This is an optimization exercise on Yosys and OpenROAD, whose aim is small area, a short achievable clock period and few clock cycles per item, not a production implementation. Only simulation tests tie the RTL to the original design; equivalence was not proved. No activity file was given, so power comes from the tool's default toggle rates.

--- flow/config.mk ---
export PLATFORM = sky130hd
export DESIGN_NAME = matvec_top
export DESIGN_NICKNAME = matvec_top
export VERILOG_FILES = /design/flow/design.v
export SDC_FILE = /design/flow/constraint.sdc
export NUM_CORES = 4
export LEC_CHECK = 0
export CAP_MARGIN = 20
export CORE_MARGIN = 2
export CORE_UTILIZATION = 60
export CTS_CLUSTER_DIAMETER = 100
export CTS_CLUSTER_SIZE = 25
export SETUP_SLACK_MARGIN = 4.3
export SLEW_MARGIN = 20
export SYNTH_HIERARCHICAL = 1
--- flow/constraint.sdc ---
create_clock -name core_clock -period 7.0 [get_ports {clk}]
set_input_delay 1.4000 -clock core_clock [delete_from_list [all_inputs] [get_ports {clk}]]
set_output_delay 1.4000 -clock core_clock [all_outputs]
set_load 0.01 [all_outputs]
--- flow/design.v ---
`timescale 1ns/1ps
module operand_banks (
    input  logic                clk,
    input  logic [13:0]         in_q,
    input  logic [7:0]          mwr,     
    input  logic                vwr,     
    output logic [14*8*8-1:0]   rings,   
    output logic [13:0]         vhead
);
    logic [13:0] mring [8][8];
    logic [13:0] vring [8];
    always_ff @(posedge clk) begin
        for (int r = 0; r < 8; r++) begin
            mring[r][0] <= mwr[r] ? in_q : mring[r][7];
            for (int p = 1; p < 8; p++) mring[r][p] <= mring[r][p - 1];
        end
        vring[0] <= vwr ? in_q : vring[7];
        for (int p = 1; p < 8; p++) vring[p] <= vring[p - 1];
    end
    always_comb begin
        for (int r = 0; r < 8; r++)
            for (int p = 0; p < 8; p++)
                rings[112 * r + 14 * p +: 14] = mring[r][p];
    end
    assign vhead = vring[0];
endmodule
`timescale 1ns/1ps
module mac_row (
    input  logic        clk,
    input  logic [6:0]  one,
    input  logic [6:0]  two,
    input  logic [6:0]  neg,
    input  logic [13:0] m,
    input  logic        first,
    output logic [27:0] acc_s,
    output logic [27:0] acc_c
);
    logic [14:0] me;
    logic [14:0] mx;
    logic [14:0] pp0, pp1, pp2, pp3, pp4, pp5, pp6;
    logic        first_b;
    assign me = {m[13], m};
    assign mx = {m, 1'b0};
    assign pp0 = (({15{one[0]}} & me) | ({15{two[0]}} & mx)) ^ {15{neg[0]}};
    assign pp1 = (({15{one[1]}} & me) | ({15{two[1]}} & mx)) ^ {15{neg[1]}};
    assign pp2 = (({15{one[2]}} & me) | ({15{two[2]}} & mx)) ^ {15{neg[2]}};
    assign pp3 = (({15{one[3]}} & me) | ({15{two[3]}} & mx)) ^ {15{neg[3]}};
    assign pp4 = (({15{one[4]}} & me) | ({15{two[4]}} & mx)) ^ {15{neg[4]}};
    assign pp5 = (({15{one[5]}} & me) | ({15{two[5]}} & mx)) ^ {15{neg[5]}};
    assign pp6 = (({15{one[6]}} & me) | ({15{two[6]}} & mx)) ^ {15{neg[6]}};
    logic ah0;
    logic ak0;
    logic ah1;
    logic ak1;
    logic as2;
    logic ac2;
    logic ah3;
    logic ak3;
    logic as4;
    logic ac4;
    logic ah5;
    logic ak5;
    logic as6;
    logic ac6;
    logic as7;
    logic ac7;
    logic as8;
    logic ac8;
    logic ah9;
    logic ak9;
    logic as10;
    logic ac10;
    logic ah11;
    logic ak11;
    logic ah12;
    logic ak12;
    logic ah13;
    logic ak13;
    logic as14;
    logic ac14;
    logic ah15;
    logic ak15;
    logic as16;
    logic ac16;
    logic ah17;
    logic ak17;
    logic as18;
    logic ac18;
    logic as19;
    logic ac19;
    logic as20;
    logic ac20;
    logic as21;
    logic ac21;
    logic as22;
    logic ac22;
    logic as23;
    logic ac23;
    logic as24;
    logic ac24;
    logic as25;
    logic ac25;
    logic as26;
    logic ac26;
    logic as27;
    logic ac27;
    logic as28;
    logic ac28;
    logic as29;
    logic ac29;
    logic as30;
    logic ac30;
    logic as31;
    logic ac31;
    logic as32;
    logic ac32;
    logic as33;
    logic ac33;
    logic as34;
    logic ac34;
    logic as35;
    logic ac35;
    logic as36;
    logic ac36;
    logic ah37;
    logic ak37;
    logic as38;
    logic ac38;
    logic ah39;
    logic ak39;
    logic ah40;
    logic ak40;
    logic ah41;
    logic ak41;
    logic as42;
    logic ac42;
    logic as43;
    logic ac43;
    logic as44;
    logic ac44;
    logic as45;
    logic ac45;
    logic as46;
    logic ac46;
    logic as47;
    logic ac47;
    logic as48;
    logic ac48;
    logic as49;
    logic ac49;
    logic as50;
    logic ac50;
    logic as51;
    logic ac51;
    logic as52;
    logic ac52;
    logic as53;
    logic ac53;
    logic as54;
    logic ac54;
    logic as55;
    logic ac55;
    logic as56;
    logic ac56;
    logic as57;
    logic ac57;
    logic as58;
    logic ac58;
    logic ah59;
    logic ak59;
    logic as60;
    logic ac60;
    logic as61;
    logic ac61;
    logic as62;
    logic ac62;
    logic as63;
    logic ac63;
    logic as64;
    logic ac64;
    logic as65;
    logic ac65;
    logic as66;
    logic ac66;
    logic as67;
    logic ac67;
    logic as68;
    logic ac68;
    logic as69;
    logic ac69;
    logic as70;
    logic ac70;
    logic as71;
    logic ac71;
    ha aha0 (.a(neg[5]), .b(pp0[10]), .s(ah0), .co(ak0));
    ha aha1 (.a(pp0[11]), .b(pp1[9]), .s(ah1), .co(ak1));
    fa afa2 (.a(neg[6]), .b(pp0[12]), .c(pp1[10]), .s(as2), .co(ac2));
    ha aha3 (.a(pp2[8]), .b(pp3[6]), .s(ah3), .co(ak3));
    fa afa4 (.a(pp0[13]), .b(pp1[11]), .c(pp2[9]), .s(as4), .co(ac4));
    ha aha5 (.a(pp3[7]), .b(pp4[5]), .s(ah5), .co(ak5));
    assign as6 = 1'b1 ^ ~pp0[14] ^ pp1[12];
    assign ac6 = (1'b1 & ~pp0[14]) | (pp1[12] & (1'b1 ^ ~pp0[14]));
    fa afa7 (.a(pp2[10]), .b(pp3[8]), .c(pp4[6]), .s(as7), .co(ac7));
    assign as8 = 1'b1 ^ pp1[13] ^ pp2[11];
    assign ac8 = (1'b1 & pp1[13]) | (pp2[11] & (1'b1 ^ pp1[13]));
    ha aha9 (.a(pp3[9]), .b(pp4[7]), .s(ah9), .co(ak9));
    fa afa10 (.a(~pp1[14]), .b(pp2[12]), .c(pp3[10]), .s(as10), .co(ac10));
    assign ah11 = 1'b1 ^ pp2[13];
    assign ak11 = 1'b1 & pp2[13];
    ha aha12 (.a(neg[3]), .b(pp0[6]), .s(ah12), .co(ak12));
    ha aha13 (.a(pp0[7]), .b(pp1[5]), .s(ah13), .co(ak13));
    fa afa14 (.a(neg[4]), .b(pp0[8]), .c(pp1[6]), .s(as14), .co(ac14));
    ha aha15 (.a(pp2[4]), .b(pp3[2]), .s(ah15), .co(ak15));
    fa afa16 (.a(pp0[9]), .b(pp1[7]), .c(pp2[5]), .s(as16), .co(ac16));
    ha aha17 (.a(pp3[3]), .b(pp4[1]), .s(ah17), .co(ak17));
    fa afa18 (.a(pp1[8]), .b(pp2[6]), .c(pp3[4]), .s(as18), .co(ac18));
    fa afa19 (.a(pp4[2]), .b(pp5[0]), .c(ah0), .s(as19), .co(ac19));
    fa afa20 (.a(pp2[7]), .b(pp3[5]), .c(pp4[3]), .s(as20), .co(ac20));
    fa afa21 (.a(pp5[1]), .b(ak0), .c(ah1), .s(as21), .co(ac21));
    fa afa22 (.a(pp4[4]), .b(pp5[2]), .c(pp6[0]), .s(as22), .co(ac22));
    fa afa23 (.a(ak1), .b(as2), .c(ah3), .s(as23), .co(ac23));
    fa afa24 (.a(pp5[3]), .b(pp6[1]), .c(ac2), .s(as24), .co(ac24));
    fa afa25 (.a(ak3), .b(as4), .c(ah5), .s(as25), .co(ac25));
    fa afa26 (.a(pp5[4]), .b(pp6[2]), .c(ac4), .s(as26), .co(ac26));
    fa afa27 (.a(ak5), .b(as6), .c(as7), .s(as27), .co(ac27));
    fa afa28 (.a(pp5[5]), .b(pp6[3]), .c(ac6), .s(as28), .co(ac28));
    fa afa29 (.a(ac7), .b(as8), .c(ah9), .s(as29), .co(ac29));
    fa afa30 (.a(pp4[8]), .b(pp5[6]), .c(pp6[4]), .s(as30), .co(ac30));
    fa afa31 (.a(ac8), .b(ak9), .c(as10), .s(as31), .co(ac31));
    fa afa32 (.a(pp3[11]), .b(pp4[9]), .c(pp5[7]), .s(as32), .co(ac32));
    fa afa33 (.a(pp6[5]), .b(ac10), .c(ah11), .s(as33), .co(ac33));
    fa afa34 (.a(~pp2[14]), .b(pp3[12]), .c(pp4[10]), .s(as34), .co(ac34));
    fa afa35 (.a(pp5[8]), .b(pp6[6]), .c(ak11), .s(as35), .co(ac35));
    assign as36 = 1'b1 ^ pp3[13] ^ pp4[11];
    assign ac36 = (1'b1 & pp3[13]) | (pp4[11] & (1'b1 ^ pp3[13]));
    ha aha37 (.a(pp5[9]), .b(pp6[7]), .s(ah37), .co(ak37));
    fa afa38 (.a(~pp3[14]), .b(pp4[12]), .c(pp5[10]), .s(as38), .co(ac38));
    assign ah39 = 1'b1 ^ pp4[13];
    assign ak39 = 1'b1 & pp4[13];
    ha aha40 (.a(neg[2]), .b(pp0[4]), .s(ah40), .co(ak40));
    ha aha41 (.a(pp0[5]), .b(pp1[3]), .s(ah41), .co(ak41));
    fa afa42 (.a(pp1[4]), .b(pp2[2]), .c(pp3[0]), .s(as42), .co(ac42));
    fa afa43 (.a(pp2[3]), .b(pp3[1]), .c(ak12), .s(as43), .co(ac43));
    fa afa44 (.a(pp4[0]), .b(ak13), .c(as14), .s(as44), .co(ac44));
    fa afa45 (.a(ac14), .b(ak15), .c(as16), .s(as45), .co(ac45));
    fa afa46 (.a(ac16), .b(ak17), .c(as18), .s(as46), .co(ac46));
    fa afa47 (.a(ac18), .b(as20), .c(ac19), .s(as47), .co(ac47));
    fa afa48 (.a(ac20), .b(as22), .c(ac21), .s(as48), .co(ac48));
    fa afa49 (.a(ac22), .b(as24), .c(ac23), .s(as49), .co(ac49));
    fa afa50 (.a(ac24), .b(as26), .c(ac25), .s(as50), .co(ac50));
    fa afa51 (.a(ac26), .b(as28), .c(ac27), .s(as51), .co(ac51));
    fa afa52 (.a(as30), .b(ac28), .c(ac29), .s(as52), .co(ac52));
    fa afa53 (.a(ac30), .b(as32), .c(ac31), .s(as53), .co(ac53));
    fa afa54 (.a(ac32), .b(as34), .c(as35), .s(as54), .co(ac54));
    fa afa55 (.a(ac34), .b(as36), .c(ah37), .s(as55), .co(ac55));
    fa afa56 (.a(pp6[8]), .b(ac36), .c(ak37), .s(as56), .co(ac56));
    fa afa57 (.a(pp5[11]), .b(pp6[9]), .c(ac38), .s(as57), .co(ac57));
    fa afa58 (.a(~pp4[14]), .b(pp5[12]), .c(pp6[10]), .s(as58), .co(ac58));
    assign ah59 = 1'b1 ^ pp5[13];
    assign ak59 = 1'b1 & pp5[13];
    fa afa60 (.a(neg[1]), .b(pp0[2]), .c(pp1[0]), .s(as60), .co(ac60));
    fa afa61 (.a(pp0[3]), .b(pp1[1]), .c(ac60), .s(as61), .co(ac61));
    fa afa62 (.a(pp1[2]), .b(pp2[0]), .c(ah40), .s(as62), .co(ac62));
    fa afa63 (.a(pp2[1]), .b(ak40), .c(ah41), .s(as63), .co(ac63));
    fa afa64 (.a(ak41), .b(as42), .c(ah12), .s(as64), .co(ac64));
    fa afa65 (.a(ac42), .b(ah13), .c(as43), .s(as65), .co(ac65));
    fa afa66 (.a(as38), .b(as56), .c(ac55), .s(as66), .co(ac66));
    fa afa67 (.a(ah39), .b(ac56), .c(as57), .s(as67), .co(ac67));
    fa afa68 (.a(ak39), .b(as58), .c(ac57), .s(as68), .co(ac68));
    fa afa69 (.a(pp6[11]), .b(ac58), .c(ah59), .s(as69), .co(ac69));
    fa afa70 (.a(~pp5[14]), .b(pp6[12]), .c(ak59), .s(as70), .co(ac70));
    assign as71 = 1'b1 ^ pp6[13] ^ ac70;
    assign ac71 = (1'b1 & pp6[13]) | (ac70 & (1'b1 ^ pp6[13]));
    logic pa0_0;
    logic pa0_1;
    logic pa1_0;
    logic pa2_0;
    logic pa3_0;
    logic pa4_0;
    logic pa4_1;
    logic pa5_0;
    logic pa5_1;
    logic pa6_0;
    logic pa6_1;
    logic pa7_0;
    logic pa7_1;
    logic pa8_0;
    logic pa8_1;
    logic pa8_2;
    logic pa8_3;
    logic pa9_0;
    logic pa9_1;
    logic pa9_2;
    logic pa10_0;
    logic pa10_1;
    logic pa10_2;
    logic pa11_0;
    logic pa11_1;
    logic pa11_2;
    logic pa12_0;
    logic pa12_1;
    logic pa12_2;
    logic pa13_0;
    logic pa13_1;
    logic pa13_2;
    logic pa14_0;
    logic pa14_1;
    logic pa14_2;
    logic pa15_0;
    logic pa15_1;
    logic pa15_2;
    logic pa16_0;
    logic pa16_1;
    logic pa16_2;
    logic pa17_0;
    logic pa17_1;
    logic pa17_2;
    logic pa18_0;
    logic pa18_1;
    logic pa18_2;
    logic pa19_0;
    logic pa19_1;
    logic pa19_2;
    logic pa20_0;
    logic pa21_0;
    logic pa21_1;
    logic pa22_0;
    logic pa22_1;
    logic pa23_0;
    logic pa23_1;
    logic pa24_0;
    logic pa24_1;
    logic pa25_0;
    logic pa26_0;
    logic pa26_1;
    logic pa27_0;
    logic ar0_0, ag0_0;
    assign ag0_0 = ar0_0 & ~first_b;
    logic ar0_1, ag0_1;
    assign ag0_1 = ar0_1 & ~first_b;
    logic ar1_0, ag1_0;
    assign ag1_0 = ar1_0 & ~first_b;
    logic ar1_1, ag1_1;
    assign ag1_1 = ar1_1 & ~first_b;
    logic ar2_0, ag2_0;
    assign ag2_0 = ar2_0 & ~first_b;
    logic ar2_1, ag2_1;
    assign ag2_1 = ar2_1 & ~first_b;
    logic ar3_0, ag3_0;
    assign ag3_0 = ar3_0 & ~first_b;
    logic ar3_1, ag3_1;
    assign ag3_1 = ar3_1 & ~first_b;
    logic ar4_0, ag4_0;
    assign ag4_0 = ar4_0 & ~first_b;
    logic ar4_1, ag4_1;
    assign ag4_1 = ar4_1 & ~first_b;
    logic ar5_0, ag5_0;
    assign ag5_0 = ar5_0 & ~first_b;
    logic ar5_1, ag5_1;
    assign ag5_1 = ar5_1 & ~first_b;
    logic ar6_0, ag6_0;
    assign ag6_0 = ar6_0 & ~first_b;
    logic ar6_1, ag6_1;
    assign ag6_1 = ar6_1 & ~first_b;
    logic ar7_0, ag7_0;
    assign ag7_0 = ar7_0 & ~first_b;
    logic ar7_1, ag7_1;
    assign ag7_1 = ar7_1 & ~first_b;
    logic ar8_0, ag8_0;
    assign ag8_0 = ar8_0 & ~first_b;
    logic ar8_1, ag8_1;
    assign ag8_1 = ar8_1 & ~first_b;
    logic ar9_0, ag9_0;
    assign ag9_0 = ar9_0 & ~first_b;
    logic ar9_1, ag9_1;
    assign ag9_1 = ar9_1 & ~first_b;
    logic ar10_0, ag10_0;
    assign ag10_0 = ar10_0 & ~first_b;
    logic ar10_1, ag10_1;
    assign ag10_1 = ar10_1 & ~first_b;
    logic ar11_0, ag11_0;
    assign ag11_0 = ar11_0 & ~first_b;
    logic ar11_1, ag11_1;
    assign ag11_1 = ar11_1 & ~first_b;
    logic ar12_0, ag12_0;
    assign ag12_0 = ar12_0 & ~first_b;
    logic ar12_1, ag12_1;
    assign ag12_1 = ar12_1 & ~first_b;
    logic ar13_0, ag13_0;
    assign ag13_0 = ar13_0 & ~first_b;
    logic ar13_1, ag13_1;
    assign ag13_1 = ar13_1 & ~first_b;
    logic ar14_0, ag14_0;
    assign ag14_0 = ar14_0 & ~first_b;
    logic ar14_1, ag14_1;
    assign ag14_1 = ar14_1 & ~first_b;
    logic ar15_0, ag15_0;
    assign ag15_0 = ar15_0 & ~first_b;
    logic ar15_1, ag15_1;
    assign ag15_1 = ar15_1 & ~first_b;
    logic ar16_0, ag16_0;
    assign ag16_0 = ar16_0 & ~first_b;
    logic ar16_1, ag16_1;
    assign ag16_1 = ar16_1 & ~first_b;
    logic ar17_0, ag17_0;
    assign ag17_0 = ar17_0 & ~first_b;
    logic ar17_1, ag17_1;
    assign ag17_1 = ar17_1 & ~first_b;
    logic ar18_0, ag18_0;
    assign ag18_0 = ar18_0 & ~first_b;
    logic ar18_1, ag18_1;
    assign ag18_1 = ar18_1 & ~first_b;
    logic ar19_0, ag19_0;
    assign ag19_0 = ar19_0 & ~first_b;
    logic ar19_1, ag19_1;
    assign ag19_1 = ar19_1 & ~first_b;
    logic ar20_0, ag20_0;
    assign ag20_0 = ar20_0 & ~first_b;
    logic ar20_1, ag20_1;
    assign ag20_1 = ar20_1 & ~first_b;
    logic ar21_0, ag21_0;
    assign ag21_0 = ar21_0 & ~first_b;
    logic ar21_1, ag21_1;
    assign ag21_1 = ar21_1 & ~first_b;
    logic ar22_0, ag22_0;
    assign ag22_0 = ar22_0 & ~first_b;
    logic ar22_1, ag22_1;
    assign ag22_1 = ar22_1 & ~first_b;
    logic ar23_0, ag23_0;
    assign ag23_0 = ar23_0 & ~first_b;
    logic ar23_1, ag23_1;
    assign ag23_1 = ar23_1 & ~first_b;
    logic ar24_0, ag24_0;
    assign ag24_0 = ar24_0 & ~first_b;
    logic ar24_1, ag24_1;
    assign ag24_1 = ar24_1 & ~first_b;
    logic ar25_0, ag25_0;
    assign ag25_0 = ar25_0 & ~first_b;
    logic ar25_1, ag25_1;
    assign ag25_1 = ar25_1 & ~first_b;
    logic ar26_0, ag26_0;
    assign ag26_0 = ar26_0 & ~first_b;
    logic ar26_1, ag26_1;
    assign ag26_1 = ar26_1 & ~first_b;
    logic ar27_0, ag27_0;
    assign ag27_0 = ar27_0 & ~first_b;
    logic ar27_1, ag27_1;
    assign ag27_1 = ar27_1 & ~first_b;
    logic bs0;
    logic bc0;
    logic bs1;
    logic bc1;
    logic bs2;
    logic bc2;
    logic bs3;
    logic bc3;
    logic bs4;
    logic bc4;
    logic bs5;
    logic bc5;
    logic bs6;
    logic bc6;
    logic bs7;
    logic bc7;
    logic bs8;
    logic bc8;
    logic bs9;
    logic bc9;
    logic bs10;
    logic bc10;
    logic bs11;
    logic bc11;
    logic bh12;
    logic bk12;
    logic bh13;
    logic bk13;
    logic bh14;
    logic bk14;
    logic bh15;
    logic bk15;
    logic bs16;
    logic bc16;
    logic bs17;
    logic bc17;
    logic bs18;
    logic bc18;
    logic bs19;
    logic bc19;
    logic bs20;
    logic bc20;
    logic bs21;
    logic bc21;
    logic bs22;
    logic bc22;
    logic bs23;
    logic bc23;
    logic bs24;
    logic bc24;
    logic bs25;
    logic bc25;
    logic bs26;
    logic bc26;
    logic bs27;
    logic bc27;
    logic bs28;
    logic bc28;
    logic bs29;
    logic bc29;
    logic bs30;
    logic bc30;
    logic bs31;
    logic bc31;
    logic bs32;
    logic bc32;
    logic bs33;
    logic bc33;
    logic bs34;
    logic bc34;
    logic bs35;
    logic bc35;
    logic bs36;
    logic bc36;
    logic bh37;
    logic bk37;
    logic bs38;
    logic bc38;
    logic bh39;
    logic bk39;
    logic bh40;
    logic bk40;
    logic bs41;
    logic bc41;
    logic bs42;
    logic bc42;
    logic bs43;
    logic bc43;
    logic bs44;
    logic bc44;
    logic bs45;
    logic bc45;
    logic bs46;
    logic bc46;
    logic bs47;
    logic bc47;
    logic bs48;
    logic bc48;
    logic bs49;
    logic bc49;
    logic bs50;
    logic bc50;
    logic bs51;
    logic bc51;
    logic bs52;
    logic bc52;
    logic bs53;
    logic bc53;
    logic bs54;
    logic bc54;
    logic bs55;
    logic bc55;
    logic bs56;
    logic bc56;
    logic bs57;
    logic bc57;
    logic bs58;
    logic bc58;
    logic bs59;
    logic bc59;
    logic bs60;
    logic bc60;
    logic bs61;
    logic bc61;
    logic bs62;
    logic bc62;
    logic bs63;
    logic bc63;
    logic bs64;
    logic bc64;
    logic bs65;
    logic bc65;
    logic bs66;
    logic bc66;
    logic bs67;
    logic bc67;
    fa bfa0 (.a(pa8_0), .b(pa8_1), .c(pa8_2), .s(bs0), .co(bc0));
    fa bfa1 (.a(pa9_0), .b(pa9_1), .c(pa9_2), .s(bs1), .co(bc1));
    fa bfa2 (.a(pa10_0), .b(pa10_1), .c(pa10_2), .s(bs2), .co(bc2));
    fa bfa3 (.a(pa11_0), .b(pa11_1), .c(pa11_2), .s(bs3), .co(bc3));
    fa bfa4 (.a(pa12_0), .b(pa12_1), .c(pa12_2), .s(bs4), .co(bc4));
    fa bfa5 (.a(pa13_0), .b(pa13_1), .c(pa13_2), .s(bs5), .co(bc5));
    fa bfa6 (.a(pa14_0), .b(pa14_1), .c(pa14_2), .s(bs6), .co(bc6));
    fa bfa7 (.a(pa15_0), .b(pa15_1), .c(pa15_2), .s(bs7), .co(bc7));
    fa bfa8 (.a(pa16_0), .b(pa16_1), .c(pa16_2), .s(bs8), .co(bc8));
    fa bfa9 (.a(pa17_0), .b(pa17_1), .c(pa17_2), .s(bs9), .co(bc9));
    fa bfa10 (.a(pa18_0), .b(pa18_1), .c(pa18_2), .s(bs10), .co(bc10));
    fa bfa11 (.a(pa19_0), .b(pa19_1), .c(pa19_2), .s(bs11), .co(bc11));
    ha bha12 (.a(pa0_0), .b(pa0_1), .s(bh12), .co(bk12));
    ha bha13 (.a(pa1_0), .b(ag1_0), .s(bh13), .co(bk13));
    ha bha14 (.a(pa2_0), .b(ag2_0), .s(bh14), .co(bk14));
    ha bha15 (.a(pa3_0), .b(ag3_0), .s(bh15), .co(bk15));
    fa bfa16 (.a(pa4_0), .b(pa4_1), .c(ag4_0), .s(bs16), .co(bc16));
    fa bfa17 (.a(pa5_0), .b(pa5_1), .c(ag5_0), .s(bs17), .co(bc17));
    fa bfa18 (.a(pa6_0), .b(pa6_1), .c(ag6_0), .s(bs18), .co(bc18));
    fa bfa19 (.a(pa7_0), .b(pa7_1), .c(ag7_0), .s(bs19), .co(bc19));
    fa bfa20 (.a(pa8_3), .b(ag8_0), .c(ag8_1), .s(bs20), .co(bc20));
    fa bfa21 (.a(ag9_0), .b(ag9_1), .c(bc0), .s(bs21), .co(bc21));
    fa bfa22 (.a(ag10_0), .b(ag10_1), .c(bc1), .s(bs22), .co(bc22));
    fa bfa23 (.a(ag11_0), .b(ag11_1), .c(bc2), .s(bs23), .co(bc23));
    fa bfa24 (.a(ag12_0), .b(ag12_1), .c(bc3), .s(bs24), .co(bc24));
    fa bfa25 (.a(ag13_0), .b(ag13_1), .c(bc4), .s(bs25), .co(bc25));
    fa bfa26 (.a(ag14_0), .b(ag14_1), .c(bc5), .s(bs26), .co(bc26));
    fa bfa27 (.a(ag15_0), .b(ag15_1), .c(bc6), .s(bs27), .co(bc27));
    fa bfa28 (.a(ag16_0), .b(ag16_1), .c(bc7), .s(bs28), .co(bc28));
    fa bfa29 (.a(ag17_0), .b(ag17_1), .c(bc8), .s(bs29), .co(bc29));
    fa bfa30 (.a(ag18_0), .b(ag18_1), .c(bc9), .s(bs30), .co(bc30));
    fa bfa31 (.a(ag19_0), .b(ag19_1), .c(bc10), .s(bs31), .co(bc31));
    fa bfa32 (.a(pa20_0), .b(ag20_0), .c(ag20_1), .s(bs32), .co(bc32));
    fa bfa33 (.a(pa21_0), .b(pa21_1), .c(ag21_0), .s(bs33), .co(bc33));
    fa bfa34 (.a(pa22_0), .b(pa22_1), .c(ag22_0), .s(bs34), .co(bc34));
    fa bfa35 (.a(pa23_0), .b(pa23_1), .c(ag23_0), .s(bs35), .co(bc35));
    fa bfa36 (.a(pa24_0), .b(pa24_1), .c(ag24_0), .s(bs36), .co(bc36));
    ha bha37 (.a(pa25_0), .b(ag25_0), .s(bh37), .co(bk37));
    fa bfa38 (.a(pa26_0), .b(pa26_1), .c(ag26_0), .s(bs38), .co(bc38));
    ha bha39 (.a(pa27_0), .b(ag27_0), .s(bh39), .co(bk39));
    ha bha40 (.a(ag0_0), .b(ag0_1), .s(bh40), .co(bk40));
    fa bfa41 (.a(ag1_1), .b(bk12), .c(bh13), .s(bs41), .co(bc41));
    fa bfa42 (.a(ag2_1), .b(bk13), .c(bh14), .s(bs42), .co(bc42));
    fa bfa43 (.a(ag3_1), .b(bk14), .c(bh15), .s(bs43), .co(bc43));
    fa bfa44 (.a(ag4_1), .b(bk15), .c(bs16), .s(bs44), .co(bc44));
    fa bfa45 (.a(ag5_1), .b(bc16), .c(bs17), .s(bs45), .co(bc45));
    fa bfa46 (.a(ag6_1), .b(bc17), .c(bs18), .s(bs46), .co(bc46));
    fa bfa47 (.a(ag7_1), .b(bc18), .c(bs19), .s(bs47), .co(bc47));
    fa bfa48 (.a(bc19), .b(bs20), .c(bs0), .s(bs48), .co(bc48));
    fa bfa49 (.a(bc20), .b(bs1), .c(bs21), .s(bs49), .co(bc49));
    fa bfa50 (.a(bs2), .b(bc21), .c(bs22), .s(bs50), .co(bc50));
    fa bfa51 (.a(bs3), .b(bc22), .c(bs23), .s(bs51), .co(bc51));
    fa bfa52 (.a(bs4), .b(bc23), .c(bs24), .s(bs52), .co(bc52));
    fa bfa53 (.a(bs5), .b(bc24), .c(bs25), .s(bs53), .co(bc53));
    fa bfa54 (.a(bs6), .b(bc25), .c(bs26), .s(bs54), .co(bc54));
    fa bfa55 (.a(bs7), .b(bc26), .c(bs27), .s(bs55), .co(bc55));
    fa bfa56 (.a(bs8), .b(bc27), .c(bs28), .s(bs56), .co(bc56));
    fa bfa57 (.a(bs9), .b(bc28), .c(bs29), .s(bs57), .co(bc57));
    fa bfa58 (.a(bs10), .b(bc29), .c(bs30), .s(bs58), .co(bc58));
    fa bfa59 (.a(bs11), .b(bc30), .c(bs31), .s(bs59), .co(bc59));
    fa bfa60 (.a(bc11), .b(bs32), .c(bc31), .s(bs60), .co(bc60));
    fa bfa61 (.a(ag21_1), .b(bc32), .c(bs33), .s(bs61), .co(bc61));
    fa bfa62 (.a(ag22_1), .b(bc33), .c(bs34), .s(bs62), .co(bc62));
    fa bfa63 (.a(ag23_1), .b(bc34), .c(bs35), .s(bs63), .co(bc63));
    fa bfa64 (.a(ag24_1), .b(bc35), .c(bs36), .s(bs64), .co(bc64));
    fa bfa65 (.a(ag25_1), .b(bc36), .c(bh37), .s(bs65), .co(bc65));
    fa bfa66 (.a(ag26_1), .b(bk37), .c(bs38), .s(bs66), .co(bc66));
    fa bfa67 (.a(ag27_1), .b(bc38), .c(bh39), .s(bs67), .co(bc67));
    assign acc_s = {ar27_0, ar26_0, ar25_0, ar24_0, ar23_0, ar22_0, ar21_0, ar20_0, ar19_0, ar18_0, ar17_0, ar16_0, ar15_0, ar14_0, ar13_0, ar12_0, ar11_0, ar10_0, ar9_0, ar8_0, ar7_0, ar6_0, ar5_0, ar4_0, ar3_0, ar2_0, ar1_0, ar0_0};
    assign acc_c = {ar27_1, ar26_1, ar25_1, ar24_1, ar23_1, ar22_1, ar21_1, ar20_1, ar19_1, ar18_1, ar17_1, ar16_1, ar15_1, ar14_1, ar13_1, ar12_1, ar11_1, ar10_1, ar9_1, ar8_1, ar7_1, ar6_1, ar5_1, ar4_1, ar3_1, ar2_1, ar1_1, ar0_1};
    always_ff @(posedge clk) begin
        first_b <= first;
        pa0_0 <= neg[0];
        pa0_1 <= pp0[0];
        pa1_0 <= pp0[1];
        pa2_0 <= as60;
        pa3_0 <= as61;
        pa4_0 <= ac61;
        pa4_1 <= as62;
        pa5_0 <= ac62;
        pa5_1 <= as63;
        pa6_0 <= ac63;
        pa6_1 <= as64;
        pa7_0 <= ac64;
        pa7_1 <= as65;
        pa8_0 <= ah15;
        pa8_1 <= ac43;
        pa8_2 <= as44;
        pa8_3 <= ac65;
        pa9_0 <= ah17;
        pa9_1 <= ac44;
        pa9_2 <= as45;
        pa10_0 <= ac45;
        pa10_1 <= as46;
        pa10_2 <= as19;
        pa11_0 <= ac46;
        pa11_1 <= as21;
        pa11_2 <= as47;
        pa12_0 <= as23;
        pa12_1 <= ac47;
        pa12_2 <= as48;
        pa13_0 <= as25;
        pa13_1 <= ac48;
        pa13_2 <= as49;
        pa14_0 <= as27;
        pa14_1 <= ac49;
        pa14_2 <= as50;
        pa15_0 <= as29;
        pa15_1 <= ac50;
        pa15_2 <= as51;
        pa16_0 <= as31;
        pa16_1 <= ac51;
        pa16_2 <= as52;
        pa17_0 <= as33;
        pa17_1 <= ac52;
        pa17_2 <= as53;
        pa18_0 <= ac33;
        pa18_1 <= ac53;
        pa18_2 <= as54;
        pa19_0 <= ac35;
        pa19_1 <= as55;
        pa19_2 <= ac54;
        pa20_0 <= as66;
        pa21_0 <= ac66;
        pa21_1 <= as67;
        pa22_0 <= ac67;
        pa22_1 <= as68;
        pa23_0 <= ac68;
        pa23_1 <= as69;
        pa24_0 <= ac69;
        pa24_1 <= as70;
        pa25_0 <= as71;
        pa26_0 <= ~pp6[14];
        pa26_1 <= ac71;
        pa27_0 <= 1'b1;
        ar0_0 <= bh40;
        ar0_1 <= bh12;
        ar1_0 <= bs41;
        ar1_1 <= bk40;
        ar2_0 <= bs42;
        ar2_1 <= bc41;
        ar3_0 <= bs43;
        ar3_1 <= bc42;
        ar4_0 <= bs44;
        ar4_1 <= bc43;
        ar5_0 <= bs45;
        ar5_1 <= bc44;
        ar6_0 <= bs46;
        ar6_1 <= bc45;
        ar7_0 <= bs47;
        ar7_1 <= bc46;
        ar8_0 <= bs48;
        ar8_1 <= bc47;
        ar9_0 <= bs49;
        ar9_1 <= bc48;
        ar10_0 <= bs50;
        ar10_1 <= bc49;
        ar11_0 <= bs51;
        ar11_1 <= bc50;
        ar12_0 <= bs52;
        ar12_1 <= bc51;
        ar13_0 <= bs53;
        ar13_1 <= bc52;
        ar14_0 <= bs54;
        ar14_1 <= bc53;
        ar15_0 <= bs55;
        ar15_1 <= bc54;
        ar16_0 <= bs56;
        ar16_1 <= bc55;
        ar17_0 <= bs57;
        ar17_1 <= bc56;
        ar18_0 <= bs58;
        ar18_1 <= bc57;
        ar19_0 <= bs59;
        ar19_1 <= bc58;
        ar20_0 <= bs60;
        ar20_1 <= bc59;
        ar21_0 <= bs61;
        ar21_1 <= bc60;
        ar22_0 <= bs62;
        ar22_1 <= bc61;
        ar23_0 <= bs63;
        ar23_1 <= bc62;
        ar24_0 <= bs64;
        ar24_1 <= bc63;
        ar25_0 <= bs65;
        ar25_1 <= bc64;
        ar26_0 <= bs66;
        ar26_1 <= bc65;
        ar27_0 <= bs67;
        ar27_1 <= bc66;
    end
endmodule
module fa (
    input  logic a,
    input  logic b,
    input  logic c,
    output logic s,
    output logic co
);
    assign s  = a ^ b ^ c;
    assign co = (a & b) | (c & (a ^ b));
endmodule
module ha (
    input  logic a,
    input  logic b,
    output logic s,
    output logic co
);
    assign s  = a ^ b;
    assign co = a & b;
endmodule
`timescale 1ns/1ps
module result_fifo (
    input  logic        clk,
    input  logic        reset,
    input  logic        in_valid,
    input  logic [27:0] in_data,
    input  logic        output_ready,
    output logic        output_valid,
    output logic [27:0] output_data,
    output logic        empty
);
    localparam int N = 11;
    logic [27:0] q [N];
    logic [3:0]  cnt;
    logic [3:0]  old_pos;      
    logic        o_v;
    logic [27:0] o_d;
    logic        o_free, take, bypass, wr;
    assign o_free = !o_v || output_ready;
    assign take   = o_free && (cnt != 4'd0) && (old_pos == 4'(N - 1));
    assign bypass = in_valid && (cnt == 4'd0) && o_free;
    assign wr     = in_valid && !bypass;
    assign output_valid = o_v;
    assign output_data  = o_d;
    assign empty        = (cnt == 4'd0);
    always_ff @(posedge clk) begin
        q[0] <= wr ? in_data : q[N - 1];
        for (int i = 1; i < N; i++) q[i] <= q[i - 1];
        o_d <= (o_d & {28{!(take || bypass)}}) | (q[N - 1] & {28{take}})
             | (in_data & {28{bypass && !take}});
        if (reset) begin
            o_v     <= 1'b0;
            cnt     <= 4'd0;
            old_pos <= 4'd0;
        end else begin
            o_v <= take || bypass || (o_v && !output_ready);
            cnt <= cnt + {3'd0, wr} - {3'd0, take};
            if (take)
                old_pos <= (cnt > 4'd1) ? 4'(N - 1) : 4'd0;
            else if (cnt == 4'd0 || old_pos == 4'(N - 1))
                old_pos <= 4'd0;
            else
                old_pos <= old_pos + 4'd1;
        end
    end
endmodule
`timescale 1ns/1ps
module matvec_top (
    input  logic        clk,
    input  logic        reset,
    input  logic        input_valid,
    output logic        input_ready,
    input  logic [13:0] input_data,
    input  logic        new_matrix,
    output logic        output_valid,
    input  logic        output_ready,
    output logic [27:0] output_data
);
    logic [2:0] ph;
    always_ff @(posedge clk) begin
        if (reset) ph <= 3'd0;
        else       ph <= ph + 3'd1;
    end
    logic        rdy_q;
    logic        acc_in;
    logic        ld_open, ld_mat;
    logic [5:0]  wcnt;
    logic        guar;
    logic        ld_open_n, ld_mat_n, guar_n, rdy_n;
    logic [5:0]  wcnt_n;
    logic        is_mword, is_vword;
    logic [13:0] in_q;
    logic [7:0]  mwr_q;
    logic        vwr_q;
    logic        win_run;    
    assign input_ready = rdy_q;
    assign acc_in = input_valid & rdy_q;
    always_comb begin
        ld_open_n = ld_open;
        ld_mat_n  = ld_mat;
        wcnt_n    = wcnt;
        is_mword  = 1'b0;
        is_vword  = 1'b0;
        if (acc_in) begin
            if (ld_open ? new_matrix : ld_mat) begin
                is_mword  = 1'b1;
                ld_open_n = 1'b0;
                ld_mat_n  = (wcnt != 6'd63);
                wcnt_n    = wcnt + 6'd1;
            end else begin
                is_vword  = 1'b1;
                ld_open_n = (wcnt[2:0] == 3'd7);
                ld_mat_n  = 1'b0;
                wcnt_n    = {3'd0, wcnt[2:0] + 3'd1};
            end
        end
        guar_n = (acc_in && ld_open) ? 1'b0 : (guar | (ld_open_n & win_run));
        rdy_n = ((ph + 3'd1) == wcnt_n[2:0]) && (!ld_open_n || guar_n);
    end
    always_ff @(posedge clk) begin
        if (reset) begin
            ld_open <= 1'b1;
            ld_mat  <= 1'b0;
            wcnt    <= 6'd0;
            guar    <= 1'b1;
            rdy_q   <= 1'b1;
            mwr_q   <= 8'd0;
            vwr_q   <= 1'b0;
        end else begin
            ld_open <= ld_open_n;
            ld_mat  <= ld_mat_n;
            wcnt    <= wcnt_n;
            guar    <= guar_n;
            rdy_q   <= rdy_n;
            mwr_q   <= is_mword ? (8'd1 << wcnt[5:3]) : 8'd0;
            vwr_q   <= is_vword;
        end
        in_q <= input_data;
    end
    logic [14*8*8-1:0] taps;    
    logic [13:0]       vhead;
    operand_banks operand_banks_i (
        .clk   (clk),
        .in_q  (in_q),
        .mwr   (mwr_q),
        .vwr   (vwr_q),
        .rings (taps),
        .vhead (vhead)
    );
    logic [2:0] col;
    logic       win_start;
    logic [3:0] vcount;         
    logic       run_q, good_q;
    logic       run_now, good_now, col_ok, done;
    logic       commit;
    logic       pend_final;     
    logic       ring_empty;
    assign win_start = (col == 3'd0);
    assign commit    = ring_empty;
    assign run_now   = win_start ? (commit && vcount != 4'd0) : run_q;
    assign good_now  = win_start ? 1'b1 : good_q;
    assign col_ok    = run_now && good_now && (vcount > {1'b0, col});
    assign done      = col_ok && (col == 3'd7);
    assign win_run   = run_now;
    always_ff @(posedge clk) begin
        if (reset) col <= 3'd6;
        else       col <= col + 3'd1;
    end
    always_ff @(posedge clk) begin
        if (reset) begin
            vcount     <= 4'd0;
            run_q      <= 1'b0;
            good_q     <= 1'b0;
            pend_final <= 1'b0;
        end else begin
            vcount     <= (done ? 4'd0 : vcount) + {3'd0, vwr_q};
            run_q      <= run_now;
            good_q     <= good_now && (vcount > {1'b0, col});
            if (done)
                pend_final <= 1'b1;
            else if (win_start && commit)
                pend_final <= 1'b0;
        end
    end
    logic [20:0] enc_n;
    logic [20:0] enc [8];
    logic [7:0]  first_d;
    logic [8:0]  mv_d;         
    always_comb begin
        for (int k = 0; k < 7; k++) begin
            logic b2, b1, b0;
            b2 = vhead[2 * k + 1];
            b1 = vhead[2 * k];
            b0 = (k == 0) ? 1'b0 : vhead[2 * k - 1];
            enc_n[k]      = b1 ^ b0;                                   
            enc_n[7 + k]  = (b2 & ~b1 & ~b0) | (~b2 & b1 & b0);        
            enc_n[14 + k] = b2 & ~(b1 & b0);                           
        end
        if (!col_ok) enc_n = '0;
    end
    always_ff @(posedge clk) begin
        enc[0] <= enc_n;
        for (int r = 1; r < 8; r++) enc[r] <= enc[r - 1];
        if (reset) begin
            first_d <= 8'd0;
            mv_d    <= 9'd0;
        end else begin
            first_d <= {first_d[6:0], win_start && commit};
            mv_d    <= {mv_d[7:0], win_start && commit && pend_final};
        end
    end
    logic [27:0] acc_s [8];
    logic [27:0] acc_c [8];
    for (genvar r = 0; r < 8; r++) begin : g_row
        mac_row mac_i (
            .clk   (clk),
            .one   (enc[r][6:0]),
            .two   (enc[r][13:7]),
            .neg   (enc[r][20:14]),
            .m     (taps[112 * r + 14 * ((r + 1) % 8) +: 14]),
            .first (first_d[r]),
            .acc_s (acc_s[r]),
            .acc_c (acc_c[r])
        );
    end
    logic [27:0] f_s, f_c;
    logic        f_v;
    logic [27:0] sel_s, sel_c;
    always_comb begin
        sel_s = '0;
        sel_c = '0;
        for (int r = 0; r < 8; r++) begin
            sel_s = sel_s | (acc_s[r] & {28{mv_d[r + 1]}});
            sel_c = sel_c | (acc_c[r] & {28{mv_d[r + 1]}});
        end
    end
    always_ff @(posedge clk) begin
        f_s <= sel_s;
        f_c <= sel_c;
        if (reset) f_v <= 1'b0;
        else       f_v <= |mv_d[8:1];
    end
    result_fifo result_fifo_i (
        .clk          (clk),
        .reset        (reset),
        .in_valid     (f_v),
        .in_data      (f_s + f_c),
        .output_ready (output_ready),
        .output_valid (output_valid),
        .output_data  (output_data),
        .empty        (ring_empty)
    );
endmodule
--- flow/run.sh ---
#!/bin/bash
# synth_recipe.tcl (not shown) runs the flow's synth.tcl, then flattens the netlist and writes it again
# the make line also repeats each setting of config.mk as NAME=value (left out here)
make -C /OpenROAD-flow-scripts/flow DESIGN_CONFIG=/design/flow/config.mk WORK_HOME=/design/flow/orfs CLKGATE_MAP_FILE= SYNTH_SCRIPT=/design/flow/synth_recipe.tcl finish
==> results of run 1 <==
modules after synthesis, one instance, submodules excluded:
module         cells inside  flip-flops and latches
ha                        1                       0
fa                        1                       0
matvec_top             1014                     288
mac_row                 506                     119
result_fifo             556                     345
operand_banks          1143                    1008
state kept, by name, summed over array words and instances, names as in the netlist, 9 cells and up:
signal                 flops
operand_banks_i.vring    112
operand_banks_i.mring    896
enc                      168
result_fifo_i.o_d         28
result_fifo_i.q          308
f_c                       28
mv_d                       9
in_q                      14
f_s                       28
worst register-to-register path, stage by stage (launching register included):
cell and delay (ns):
dfxtp_2 0.34, ha_4 0.30, nand3_4 0.09, o211ai_1 0.33, o2111ai_2 0.19, buf_4 0.18
o31ai_4 0.27, xor2_1 0.62, nand4_1 0.21, o311ai_2 0.12
worst max path at each step:
| stage | endpoint | depth (start not counted) | from |
|---|---|---|---|
| 2_1_floorplan | result_fifo_i.cnt[3] | 10 | output_ready |
| 3_5_place_dp | result_fifo_i.cnt[3] | 9 | output_ready |
| 5_1_grt | result_fifo_i.o_d[11] | 8 | f_c[2] |
| 3_3_place_gp | result_fifo_i.cnt[3] | 9 | output_ready |
| 4_1_cts | vcount[2] | 13 | result_fifo_i.cnt[2] |
| 6_report | result_fifo_i.o_d[16] | 9 | f_s[6] |
what timing repair did:
action	CTS	global route
pin swaps	4	20
gates resized for setup	292	109
endpoints found under the setup margin	163	172
hold buffers	0	0
gates cloned	6	0
buffers inserted	20	14
area by class of cell:
type                            instances  area [um2]  share of cell area [%]
Antenna cell                           27        67.6                  0.0644
Clock buffer                          117        2910                    2.77
Clock inverter                         11         204                   0.195
Inverter                              124         468                   0.446
Multi-Input combinational cell       4180       44600                    42.5
Sequential cell                      2593       52200                    49.8
Tap cell                             2233        2790                    2.66
Timing Repair Buffer                  190        1670                    1.60
stage by stage:
step,instance area (um2),utilization (%)
floorplan,103000,-
global placement,101000,58.8
detailed placement,101000,58.8
CTS,104000,61.0
global route,105000,61.2
finish,105000,61.3
layout by cell type, fill, tap and decap left out, types with 32 or more instances in the layout:
cell / instances
xnor2_1: 756
ha_1: 223
dfxtp_1: 2389
buf_4: 135
nor2_1: 39
inv_1: 120
nand4_1: 121
buf_6: 32
o21ai_0: 81
a21oi_1: 42
fa_1: 912
xor2_1: 133
mux2_2: 145
nor2b_1: 474
nand2_1: 88
a22oi_1: 953
dfxtp_2: 197
clkbuf_16: 115
cell families (layout without fill, tap and decap cells):
kind of cell               after synthesis  count (layout)  synth area share (%)
AOI/OAI and AO/OA                     1152            1152                  8.21
xor gates and xnor gates               903             903                  7.67
adders and majority gates             1149            1149                  20.6
buffers and inverters                 1056             442                  6.84
DFF                                   2593            2593                  50.3
muxes                                  157             157                  1.71
other                                    8              35                0.0291
and+or+nand+nor                        807             811                  4.60
power groups by stage:
stage                     combinational (mW)  sequential (mW)  clock [mW]
final                                   1.72             16.3        7.61
after global routing                    2.01             16.3        8.32
after CTS                               1.75             16.3        7.81
after detailed placement                1.71             16.6           0
after global placement                  1.61             16.6           0
after floorplan                         1.89             16.1           0
routing by layer:
| layer | up-vias | part of all wire [%] |
|---|---|---|
| met5 | - | 0.0051 |
| met3 | 400 | 7.8 |
| li1 | 24300 | - |
| met2 | 2184 | 45 |
| met4 | 2 | 4.4 |
| met1 | 28800 | 43 |
==> metrics.cfg, run 1 <==
[timing]
tightest_slew_ns = 1.08
post-route-period-util_pct = 39.4
finalHoldViolCount = 0
setup_viol = 0
max_slew_margin_pct = 27.8
max_freq_mhz = 362
grt_setup_unrepaired = yes
whs_ns = 0.294
min_period_ns = 2.76
setup_ws_ns = 4.24
final_max_slew_viol_count = 0
finalClockSkew_ns = 0.0570
finalSetupTns_ns = 0

[placed_design]
dp_slack_ns = 2.59
dp_hpwl_um = 193000
gp_congestion = 0.957
io_buffer_count = 48
dp_cells = 9280

[setup_path]
reg2reg_slack_ns = 4.24
worstReg2RegStart = f_s[6]
slowest_stage = xor2_1
cp_max_fo = 6
crit_family = compound AO/OA/AOI/OAI gates
cpPeakStageDelay_ns = 0.62
cp_data_arrival_time_ns = 3.48
required_ns = 7.72
crit_buf_inv = 1
start_kind = register
path_class = register to register
r2r_cells = 9
r2r-end = result_fifo_i.o_d[16]
crit_chain = ha_4 -> nand3_4 -> o211ai_1 -> o2111ai_2 -> buf_4 -> o31ai_4 -> xor2_1 -> nand4_1 -> o311ai_2
worstSetupEndpointType = register

[cells_and_area]
fin_nets = 8371
drive_gt1_share_pct = 10.2
fillers = 13500
finalNonFillerCells = 9475
syn_to_final_growth_pct = 1.68

[logic_synthesis]
synth_area_leaders = dfxtp_1 (50%), fa_1 (18%), a22oi_1 (6.9%), xnor2_1 (6.5%), buf_4 (4.4%)
synth_flop_cell = dfxtp_1
synth_nets = 8993
synth_commonest_cells = dfxtp_1 (2593), a22oi_1 (953), fa_1 (914)
yosysWarnings = 17
synth_area_per_cell_um2 = 13.2
synth_edf_count = 0
netlist_instances = 7825
synth_seq_cells = 2593
synth.distinct_cells = 65
async_flop_share_pct = 0
syn_area_mm2 = 0.103
synth_area_leader_cell = dfxtp_1
synth_top_area_share_pct = 50.3
ys_seq_area_share_pct = 50.3
yosysMostFrequentCell = dfxtp_1

[pwr]
pwr-share-seq_pct = 63.6
p_per_area_mw_per_mm2 = 244
irDropWorstVdd_mv = 0.320
p_sw_share_pct = 24.1
power_frac_comb_pct = 6.7
switchingPower_mw = 6.18
power_mw = 25.6
clkPwrFrac_pct = 29.7
leakagePower_nw = 42.3
internal_power_mw = 19.4

[cts]
clk_latency_ns = 0.84
root_buffer = clkbuf_16
cts.sinks = 2593
clk_pin_slew_worst_paths_ns = 0.10
ctsHtreeMaxLevel = 3
cts_buffer_depth = 3
cts_made_buffers = 114
cts_tree = yes

[die]
core-area_mm2 = 0.171
initial_core_util_pct = 60.2
die_w_um = 419
rows = 152
dieArea_mm2 = 0.175
die_y_um = 419
io_pins = 49

[global_route]
met3_usage_pct = 6.65
overflow = 0
grt-busiest-layer = met2
grt_max_degree = 59
grt_pass1_vias = 57200
grtUsageTotal_pct = 31.5
globalRouteMet1Util_pct = 44.1
grtUsageMet2_pct = 47.6
grt_antenna_before_repair = 20
grt_pass1_wl_um = 399000

[routing]
initialDrtViolationCount = 5684
vias_per_cell = 5.87
wirelength_um = 272000
final_antenna_net_count = 0
dr.pass1.iters = 5
vias = 55600
post-route-drc-count = 0
wire_per_inst_um = 28.7

[run]
cap_viol_max_count = 0

[min_path]
whs_endpoint = operand_banks_i.mring[28][4]
hold_start = operand_banks_i.mring[27][4]
min_path_type = register to register
hold_depth = 0

[outcome]
status = no timing/DRC/antenna violations

Testbench counts, summed over its fixed seeds: cycles 8,304, items 4,096.
==> run 2: changes to the inputs <==
--- a/flow/design.v
+++ b/flow/design.v
@@ -812,13 +812,14 @@
     logic        o_v;
     logic [27:0] o_d;
     logic        o_free, take, bypass, wr;
+    logic [3:0]  cnt_n;
     assign o_free = !o_v || output_ready;
-    assign take   = o_free && (cnt != 4'd0) && (old_pos == 4'(N - 1));
-    assign bypass = in_valid && (cnt == 4'd0) && o_free;
+    assign take   = o_free && !empty && (old_pos == 4'(N - 1));
+    assign bypass = in_valid && empty && o_free;
     assign wr     = in_valid && !bypass;
+    assign cnt_n  = cnt + {3'd0, wr} - {3'd0, take};
     assign output_valid = o_v;
     assign output_data  = o_d;
-    assign empty        = (cnt == 4'd0);
     always_ff @(posedge clk) begin
         q[0] <= wr ? in_data : q[N - 1];
         for (int i = 1; i < N; i++) q[i] <= q[i - 1];
@@ -827,13 +828,15 @@
         if (reset) begin
             o_v     <= 1'b0;
             cnt     <= 4'd0;
+            empty   <= 1'b1;
             old_pos <= 4'd0;
         end else begin
             o_v <= take || bypass || (o_v && !output_ready);
-            cnt <= cnt + {3'd0, wr} - {3'd0, take};
+            cnt   <= cnt_n;
+            empty <= (cnt_n == 4'd0);
             if (take)
                 old_pos <= (cnt > 4'd1) ? 4'(N - 1) : 4'd0;
-            else if (cnt == 4'd0 || old_pos == 4'(N - 1))
+            else if (empty || old_pos == 4'(N - 1))
                 old_pos <= 4'd0;
             else
                 old_pos <= old_pos + 4'd1;
@@ -925,7 +928,7 @@
     );
     logic [2:0] col;
     logic       win_start;
-    logic [3:0] vcount;         
+    logic [7:0] vv;             
     logic       run_q, good_q;
     logic       run_now, good_now, col_ok, done;
     logic       commit;
@@ -933,9 +936,9 @@
     logic       ring_empty;
     assign win_start = (col == 3'd0);
     assign commit    = ring_empty;
-    assign run_now   = win_start ? (commit && vcount != 4'd0) : run_q;
+    assign run_now   = win_start ? (commit && vv[0]) : run_q;
     assign good_now  = win_start ? 1'b1 : good_q;
-    assign col_ok    = run_now && good_now && (vcount > {1'b0, col});
+    assign col_ok    = run_now && good_now && vv[0];
     assign done      = col_ok && (col == 3'd7);
     assign win_run   = run_now;
     always_ff @(posedge clk) begin
@@ -944,14 +947,14 @@
     end
     always_ff @(posedge clk) begin
         if (reset) begin
-            vcount     <= 4'd0;
+            vv         <= 8'd0;
             run_q      <= 1'b0;
             good_q     <= 1'b0;
             pend_final <= 1'b0;
         end else begin
-            vcount     <= (done ? 4'd0 : vcount) + {3'd0, vwr_q};
+            vv         <= {vv[6:0] & {7{!done}}, vwr_q | (vv[7] & !done)};
             run_q      <= run_now;
-            good_q     <= good_now && (vcount > {1'b0, col});
+            good_q     <= good_now && vv[0];
             if (done)
                 pend_final <= 1'b1;
             else if (win_start && commit)
@@ -999,7 +1002,8 @@
             .acc_c (acc_c[r])
         );
     end
-    logic [27:0] f_s, f_c;
+    logic [14:0] f_lo;
+    logic [13:0] f_hs, f_hc;
     logic        f_v;
     logic [27:0] sel_s, sel_c;
     always_comb begin
@@ -1011,8 +1015,9 @@
         end
     end
     always_ff @(posedge clk) begin
-        f_s <= sel_s;
-        f_c <= sel_c;
+        f_lo <= {1'b0, sel_s[13:0]} + {1'b0, sel_c[13:0]};
+        f_hs <= sel_s[27:14];
+        f_hc <= sel_c[27:14];
         if (reset) f_v <= 1'b0;
         else       f_v <= |mv_d[8:1];
     end
@@ -1020,7 +1025,7 @@
         .clk          (clk),
         .reset        (reset),
         .in_valid     (f_v),
-        .in_data      (f_s + f_c),
+        .in_data      ({f_hs + f_hc + {13'd0, f_lo[14]}, f_lo[13:0]}),
         .output_ready (output_ready),
         .output_valid (output_valid),
         .output_data  (output_data),
--- a/flow/config.mk
+++ b/flow/config.mk
@@ -7,9 +7,9 @@
 export LEC_CHECK = 0
 export CAP_MARGIN = 20
 export CORE_MARGIN = 2
-export CORE_UTILIZATION = 60
+export CORE_UTILIZATION = 70
 export CTS_CLUSTER_DIAMETER = 100
 export CTS_CLUSTER_SIZE = 25
-export SETUP_SLACK_MARGIN = 4.3
+export SETUP_SLACK_MARGIN = 4.5
 export SLEW_MARGIN = 20
 export SYNTH_HIERARCHICAL = 1
==> metrics.cfg, run 2 <==
[outcome]
status = no timing/DRC/antenna violations

[cells_and_area]
drive_gt1_share_pct = 11.8  ; +1.7 points
syn_to_final_growth_pct = 2.14
fin_nets = 8338  ; -0.39%
final_area_mm2 = 0.105  ; +0.17%
utilization_pct = 72.1  ; +11 points
register_area_mm2 = 0.0524  ; +0.40%
fillers = 9873  ; -27%
largest_reg_flops = 896  ; unchanged
mostFrequentLayoutCell = dfxtp_1
top_regs = operand_banks_i.mring: 896 flops, result_fifo_i.q: 308 flops, enc: 168 flops
most-common-layout-cells = dfxtp_1 (2323), a22oi_1 (925), fa_1 (911)
multiInputGateArea_mm2 = 0.0446  ; about the same
largest_register = operand_banks_i.mring

[die]
die_w_um = 387  ; -7.5%
initial_core_util_pct = 70.6  ; +10 points
io_pins = 49  ; unchanged
rows = 140  ; -7.9%
die_y_um = 387  ; -7.5%
core-area_mm2 = 0.146  ; -15%
dieArea_mm2 = 0.150  ; -14%

[cts]
root_buffer = clkbuf_16
cts_hold_buf = 0  ; unchanged
ctsHtreeMaxLevel = 3  ; unchanged
cts.sinks = 2585  ; -0.31%
cts_made_buffers = 113  ; -0.88%
clk_pin_slew_worst_paths_ns = 0.10  ; about the same
cts_buffer_depth = 3  ; unchanged
clk_latency_ns = 0.80  ; -0.04 ns
cts_tree = yes

[global_route]
overflow = 0  ; unchanged
grt_pass1_wl_um = 391000  ; -1.9%
grt_max_degree = 59  ; unchanged
grt_antenna_before_repair = 19  ; -5.0%
grt_pass1_vias = 58900  ; +3.0%
grtUsageTotal_pct = 35.7  ; +4.2 points

[setup_path]
worstReg2RegStart = mv_d[4]
path_class = register to output port
start_kind = register
cp_max_fo = 2  ; -4
crit_buf_inv = 1  ; unchanged
cp_data_arrival_time_ns = 1.27  ; -2.21 ns
cpPeakStageDelay_ns = 0.37  ; -0.25 ns
r2r_cells = 10  ; +1
crit_family = flip-flops
reg2reg_slack_ns = 4.34  ; +0.10 ns
worstSetupEndpointType = output port
crit_start = result_fifo_i.o_d[18]
slowest_stage = dfxtp_4
r2r-end = f_lo[8]
cp_num_cells = 1  ; -8
crit_chain = buf_6
required_ns = 5.60  ; -2.12 ns
endpoint = output_data[18]

[routing]
final_antenna_net_count = 0  ; unchanged
wire_per_inst_um = 29.3  ; +1.9%
post-route-drc-count = 0  ; unchanged
dr.pass1.iters = 6  ; +1
vias = 56500  ; +1.6%
wirelength_um = 267000  ; -2.0%
initialDrtViolationCount = 5835  ; +2.7%
vias_per_cell = 6.20  ; +5.7%

[logic_synthesis]
syn_area_mm2 = 0.103  ; -0.28%
yosysWarnings = 17  ; unchanged
ys_seq_area_share_pct = 50.3  ; about the same
synth_top_area_share_pct = 50.3  ; about the same
synth_area_leaders = dfxtp_1 (50%), fa_1 (18%), a22oi_1 (7.0%), xnor2_1 (6.5%), buf_4 (4.4%)
synth_area_leader_cell = dfxtp_1
synth_flop_cell = dfxtp_1
synth_nets = 8936  ; -0.63%
netlist_instances = 7771  ; -0.69%
synth_edf_count = 0  ; unchanged
async_flop_share_pct = 0  ; unchanged
synth_commonest_cells = dfxtp_1 (2585), a22oi_1 (953), fa_1 (916)
yosysMostFrequentCell = dfxtp_1
synth.distinct_cells = 64  ; -1.5%
synth_seq_cells = 2585  ; -0.31%
synth_area_per_cell_um2 = 13.2  ; +0.42%

[placed_design]
dp_hpwl_um = 187000  ; -3.2%
place_area_mm2 = 0.0999  ; -0.82%
gp_congestion = 0.999  ; +4.4%
io_buffer_count = 48  ; unchanged

[pwr]
leakagePower_nw = 42.4  ; +0.15%
p_per_area_mw_per_mm2 = 250  ; +2.4%
irDropWorstVdd_mv = 0.290  ; -9.5%

[timing]
finalClockSkew_ns = 0.0391  ; -0.0179 ns
tightest_slew_ns = 1.14  ; +0.0609 ns
max_slew_margin_pct = 23.7  ; -4.1 points
post-route-period-util_pct = 38.1  ; -1.3 points
setup_viol = 0  ; unchanged
min_period_ns = 2.67  ; -0.0936 ns
finalSetupTns_ns = 0  ; unchanged
max_freq_mhz = 375  ; +3.5%
final_max_slew_viol_count = 0  ; unchanged
grt_setup_unrepaired = yes
finalHoldViolCount = 0  ; unchanged

[run]
cap_viol_max_count = 0  ; unchanged

[min_path]
min_path_type = register to register

-- run 2: repair_timing --
| item | in CTS | in global routing |
|---|---|---|
| setup endpoints to repair | 253 | 163 |
| gates cloned | 8 | 3 |
| resized for setup | 459 | 204 |
| setup buffers | 29 | 39 |
| pin swaps | 14 | 36 |
-- run 2: worst reg2reg max path, stage by stage (launching register included) --
cell and delay, ns:
dfxtp_4 0.47, buf_8 0.22, a22oi_1 0.25, nand4_1 0.16, ha_1 0.41, o21a_1 0.15
o31a_1 0.14, buf_4 0.16, or2_4 0.24, a31o_4 0.22, xor2_1 0.14
-- run 2: final cells by class --
class / instances / area share (%)
clock inverters: 7 / 0.132
repair inverters: 2 / 0.0107
well taps: 1917 / 2.28
flip-flops and latches: 2585 / 49.9
inverters: 127 / 0.467
diodes: 14 / 0.0334
multi-input cells: 4138 / 42.4
repair buffers: 206 / 2.01
clock buffers: 115 / 2.74
-- run 2: kinds of logic after synthesis --
logic type / synth area share, %
xor gates and xnor gates: 7.61
muxes: 1.72
buffers and inverters: 6.86
DFF: 50.3
other: 0.0292
and+or+nand+nor: 4.53
AOI/OAI and AO/OA: 8.30
adders and majority gates: 20.6
-- run 2: report_power, final --
group	total, mW	switching [mW]	internal (mW)	leakage (nW)
registers	16.7	1.11	15.6	21.1
logic	2.18	1.07	1.11	19.8
clock network	7.40	4.43	2.96	1.48
total	26.3	6.62	19.7	42.4
-- run 2: through the flow --
stage	worst slack (ns)	total power, mW	std cells	hold slack (ns)
final	4.33	26.3	9111	0.303
after global routing	4.26	27.3	9101	0.318
after CTS	4.27	26.4	9055	0.303
after detailed placement	2.32	19.1	8896	0.312
after global placement	2.31	19.0	8896	0.309
after floorplan	3.62	18.7	7771	0.310
-- run 2: worst min-delay path by stage --
stage / from / endpoint / slack (ns) / depth (start not counted)
final: operand_banks_i.mring[8][2] / operand_banks_i.mring[9][2] / 0.30 / 0
after global routing: operand_banks_i.mring[50][8] / operand_banks_i.mring[51][8] / 0.32 / 0
after CTS: operand_banks_i.mring[8][2] / operand_banks_i.mring[9][2] / 0.30 / 0
after floorplan: first_d[7] / g_row[7].mac_i.first_b / 0.31 / 0
after detailed placement: operand_banks_i.mring[3][3] / operand_banks_i.mring[4][3] / 0.31 / 0
after global placement: operand_banks_i.mring[42][10] / operand_banks_i.mring[43][10] / 0.31 / 0
-- run 2: modules after synthesis, one instance, submodules excluded --
module	cells	area [um2]	flip-flops and latches	copies in the design
matvec_top	955	10200	279	1
mac_row	506	5270	119	8
fa	1	20.0	0	912
ha	1	12.5	0	152
operand_banks	1143	21700	1008	1
result_fifo	561	8600	346	1
-- run 2: per-layer routing --
metal | share of wire [%] | global-route usage (%)
met1 | 40 | 48.1
met2 | 44 | 53.5
met3 | 11 | 9.84
met4 | 5.8 | 17.4
met5 | 0.050 | 0
Testbench counts of run 2, summed over its fixed seeds: cycles 8,304, items 4,096.
==> run 3: changes to the inputs <==
--- a/flow/config.mk
+++ b/flow/config.mk
@@ -10,6 +10,6 @@
 export CORE_UTILIZATION = 70
 export CTS_CLUSTER_DIAMETER = 100
 export CTS_CLUSTER_SIZE = 25
-export SETUP_SLACK_MARGIN = 4.5
+export SETUP_SLACK_MARGIN = 4.3
 export SLEW_MARGIN = 20
 export SYNTH_HIERARCHICAL = 1
==> metrics.cfg, run 3 <==
[cts]
cts_tree = yes
ctsHtreeMaxLevel = 3  ; unchanged
cts.sinks = 2585  ; unchanged
root_buffer = clkbuf_16
clk_latency_ns = 0.80  ; about the same
cts_made_buffers = 113  ; unchanged
cts_hold_buf = 0  ; unchanged
clk_pin_slew_worst_paths_ns = 0.10  ; about the same
cts_buffer_depth = 3  ; unchanged

[logic_synthesis]
synth_area_per_cell_um2 = 13.2  ; unchanged
synth_seq_cells = 2585  ; unchanged
synth.distinct_cells = 64  ; unchanged
synth_top_family_by_area = adder cells
syn_area_mm2 = 0.103  ; unchanged
synthAdderAreaFrac_pct = 20.6  ; unchanged
synth_xor_area_share_pct = 7.61  ; unchanged
synth_flop_cell = dfxtp_1
ys_seq_area_share_pct = 50.3  ; unchanged
synth_edf_count = 0  ; unchanged
synth_area_leader_cell = dfxtp_1
synth_simple_gate_area_share_pct = 4.53  ; unchanged
async_flop_share_pct = 0  ; unchanged
synth_commonest_cells = dfxtp_1 (2585), a22oi_1 (953), fa_1 (916)
yosysMostFrequentCell = dfxtp_1
synth_nets = 8936  ; unchanged
synth_area_leaders = dfxtp_1 (50%), fa_1 (18%), a22oi_1 (7.0%), xnor2_1 (6.5%), buf_4 (4.4%)
synth_top_area_share_pct = 50.3  ; unchanged
netlist_instances = 7771  ; unchanged
synth_compound_area_share_pct = 8.30  ; unchanged
yosysWarnings = 17  ; unchanged
synthMuxAreaShare_pct = 1.72  ; unchanged

[outcome]
status = no timing/DRC/antenna violations

[global_route]
grt_pass1_wl_um = 387000  ; -1.2%
met3_usage_pct = 8.84  ; -1.0 points
grt_pass1_vias = 57800  ; -1.9%
grt_antenna_before_repair = 23  ; +4
grtUsageMet2_pct = 53.0  ; -0.52 points
grtUsageTotal_pct = 35.2  ; -0.44 points
grt_max_degree = 59  ; unchanged
globalRouteMet1Util_pct = 48.5  ; +0.43 points
grt-busiest-layer = met2
overflow = 0  ; unchanged

[routing]
post-route-drc-count = 0  ; unchanged
wire_per_inst_um = 28.9  ; -1.1%
initialDrtViolationCount = 5837  ; +0.034%
vias = 55900  ; -1.0%
final_antenna_net_count = 0  ; unchanged
wirelength_um = 262000  ; -1.6%
dr.pass1.iters = 7  ; +1
vias_per_cell = 6.17  ; -0.56%

[die]
dieArea_mm2 = 0.150  ; unchanged
io_pins = 49  ; unchanged
die_y_um = 387  ; unchanged
initial_core_util_pct = 70.6  ; unchanged
core-area_mm2 = 0.146  ; unchanged
die_w_um = 387  ; unchanged
rows = 140  ; unchanged

[timing]
final_max_slew_viol_count = 0  ; unchanged
max_slew_margin_pct = 26.8  ; +3.1 points
tightest_slew_ns = 1.09  ; -0.0543 ns
grt_setup_unrepaired = yes
post-route-period-util_pct = 41.0  ; +3.0 points
finalSetupTns_ns = 0  ; unchanged
max_freq_mhz = 348  ; -7.2%
finalClockSkew_ns = 0.0526  ; +0.0134 ns
setup_viol = 0  ; unchanged
finalHoldViolCount = 0  ; unchanged
min_period_ns = 2.87  ; +0.207 ns

[pwr]
irDropWorstVdd_mv = 0.262  ; -9.8%
power_mw = 26.3  ; about the same
leakagePower_nw = 42.0  ; -0.88%
p_per_area_mw_per_mm2 = 253  ; +1.1%

[placed_design]
dp_hpwl_um = 187000  ; -0.14%
dp_cells = 8894  ; -0.022%
gp_congestion = 1.00  ; about the same
io_buffer_count = 48  ; unchanged
place_area_mm2 = 0.0998  ; about the same

[setup_path]
r2r-end = result_fifo_i.empty
start_kind = input pin
r2r_cells = 11  ; +1
required_ns = 7.68  ; +2.08 ns
crit_start = output_ready
worstSetupEndpointType = register
reg2reg_slack_ns = 4.31  ; -0.03 ns
cp_data_arrival_time_ns = 3.56  ; +2.29 ns
endpoint = result_fifo_i.empty
cp_max_fo = 3  ; +1
worstReg2RegStart = result_fifo_i.old_pos[0]
path_class = input pin to register

[cells_and_area]
most-common-layout-cells = dfxtp_1 (2360), a22oi_1 (933), fa_1 (913)
largest_reg_flops = 896  ; unchanged
largest_register = operand_banks_i.mring
fillers = 10100  ; +2.1%
finalNonFillerCells = 9069  ; -0.46%
fin_nets = 8296  ; -0.50%
top_regs = operand_banks_i.mring: 896 flops, result_fifo_i.q: 308 flops, enc: 168 flops
multiInputGateArea_mm2 = 0.0444  ; -0.47%
utilization_pct = 71.3  ; -0.79 points
mostFrequentLayoutCell = dfxtp_1
drive_gt1_share_pct = 10.4  ; -1.5 points
final_area_mm2 = 0.104  ; -1.1%
syn_to_final_growth_pct = 1.02
register_area_mm2 = 0.0521  ; -0.63%

[run]
cap_viol_max_count = 0  ; unchanged

[min_path]
min_path_type = register to register

==> run 3: cell counts after synthesis <==
No cell type changed its count.
==> run 3: timing repair <==
action | 4_1_cts | 5_1_grt
buffers inserted | 21 | 10
pin swaps | 7 | 18
gates cloned | 4 | 4
gates resized for setup | 321 | 112
setup endpoints to repair | 199 | 146
==> run 3: final cells by class <==
cell class	count	share of cell area, %
repair inverters	1	0.00602
repair buffers	165	1.48
clock buffers	114	2.75
flip-flops and latches	2585	50.1
inverters	127	0.466
clock inverters	7	0.131
multi-input cells	4138	42.7
well taps	1917	2.31
diodes	15	0.0361
==> run 3: metal layers <==
layer / share of wire, % / vias up
li1: - / 24000
met1: 40 / 28500
met2: 44 / 2878
met3: 9.9 / 583
met4: 5.3 / 12
met5: 0.033 / -
==> run 3: through the flow <==
| stage | worst slack [ns] | hold WS [ns] |
|---|---|---|
| after CTS | 4.22 | 0.311 |
| after detailed placement | 2.25 | 0.312 |
| after floorplan | 3.62 | 0.310 |
| final | 4.13 | 0.307 |
| after global routing | 4.15 | 0.316 |
| after global placement | 2.28 | 0.310 |
==> run 3: how the worst min path moves through the flow <==
stage                                   from                       endpoint  slack [ns]  cells past startpoint
4_1_cts        operand_banks_i.mring[48][11]  operand_banks_i.mring[49][11]        0.31                      0
5_1_grt        operand_banks_i.mring[27][12]  operand_banks_i.mring[28][12]        0.32                      0
6_report       operand_banks_i.mring[48][11]  operand_banks_i.mring[49][11]        0.31                      0
3_5_place_dp   operand_banks_i.mring[32][13]  operand_banks_i.mring[33][13]        0.31                      0
2_1_floorplan                     first_d[7]         g_row[7].mac_i.first_b        0.31                      0
3_3_place_gp    operand_banks_i.mring[21][8]   operand_banks_i.mring[22][8]        0.31                      0
==> run 3: worst max-delay path, stage by stage <==
cell	delay, ns
dlygate4sd2_1	0.28
nand2b_4	0.18
buf_4	0.16
a21boi_4	0.20
inv_2	0.06
ha_4	0.26
inv_2	0.04
ha_4	0.15
fa_1	0.53
nor2_1	0.07
a41o_1	0.23
==> run 3: per-module statistics from Yosys (local to each module, per instance) <==
module         copies in the design  cell area [um2]  flip-flops and latches  cells
fa                              912             20.0                       0      1
ha                              152             12.5                       0      1
mac_row                           8             5270                     119    506
matvec_top                        1            10200                     279    955
operand_banks                     1            21700                    1008   1143
result_fifo                       1             8600                     346    561
==> run 3: cells by family after synthesis <==
family          count (synthesis)
flops                        2585
fa+ha+maj                    1146
compound gates               1145
buf+inv                      1052
xor+xnor                      894
simple gates                  784
mux                           157
other cells                     8
==> run 3: power by group <==
part / total, mW / internal (mW) / switching [mW]
combinational: 2.19 / 1.11 / 1.08
sequential: 16.7 / 15.6 / 1.09
clock: 7.37 / 2.94 / 4.43
total: 26.3 / 19.7 / 6.60
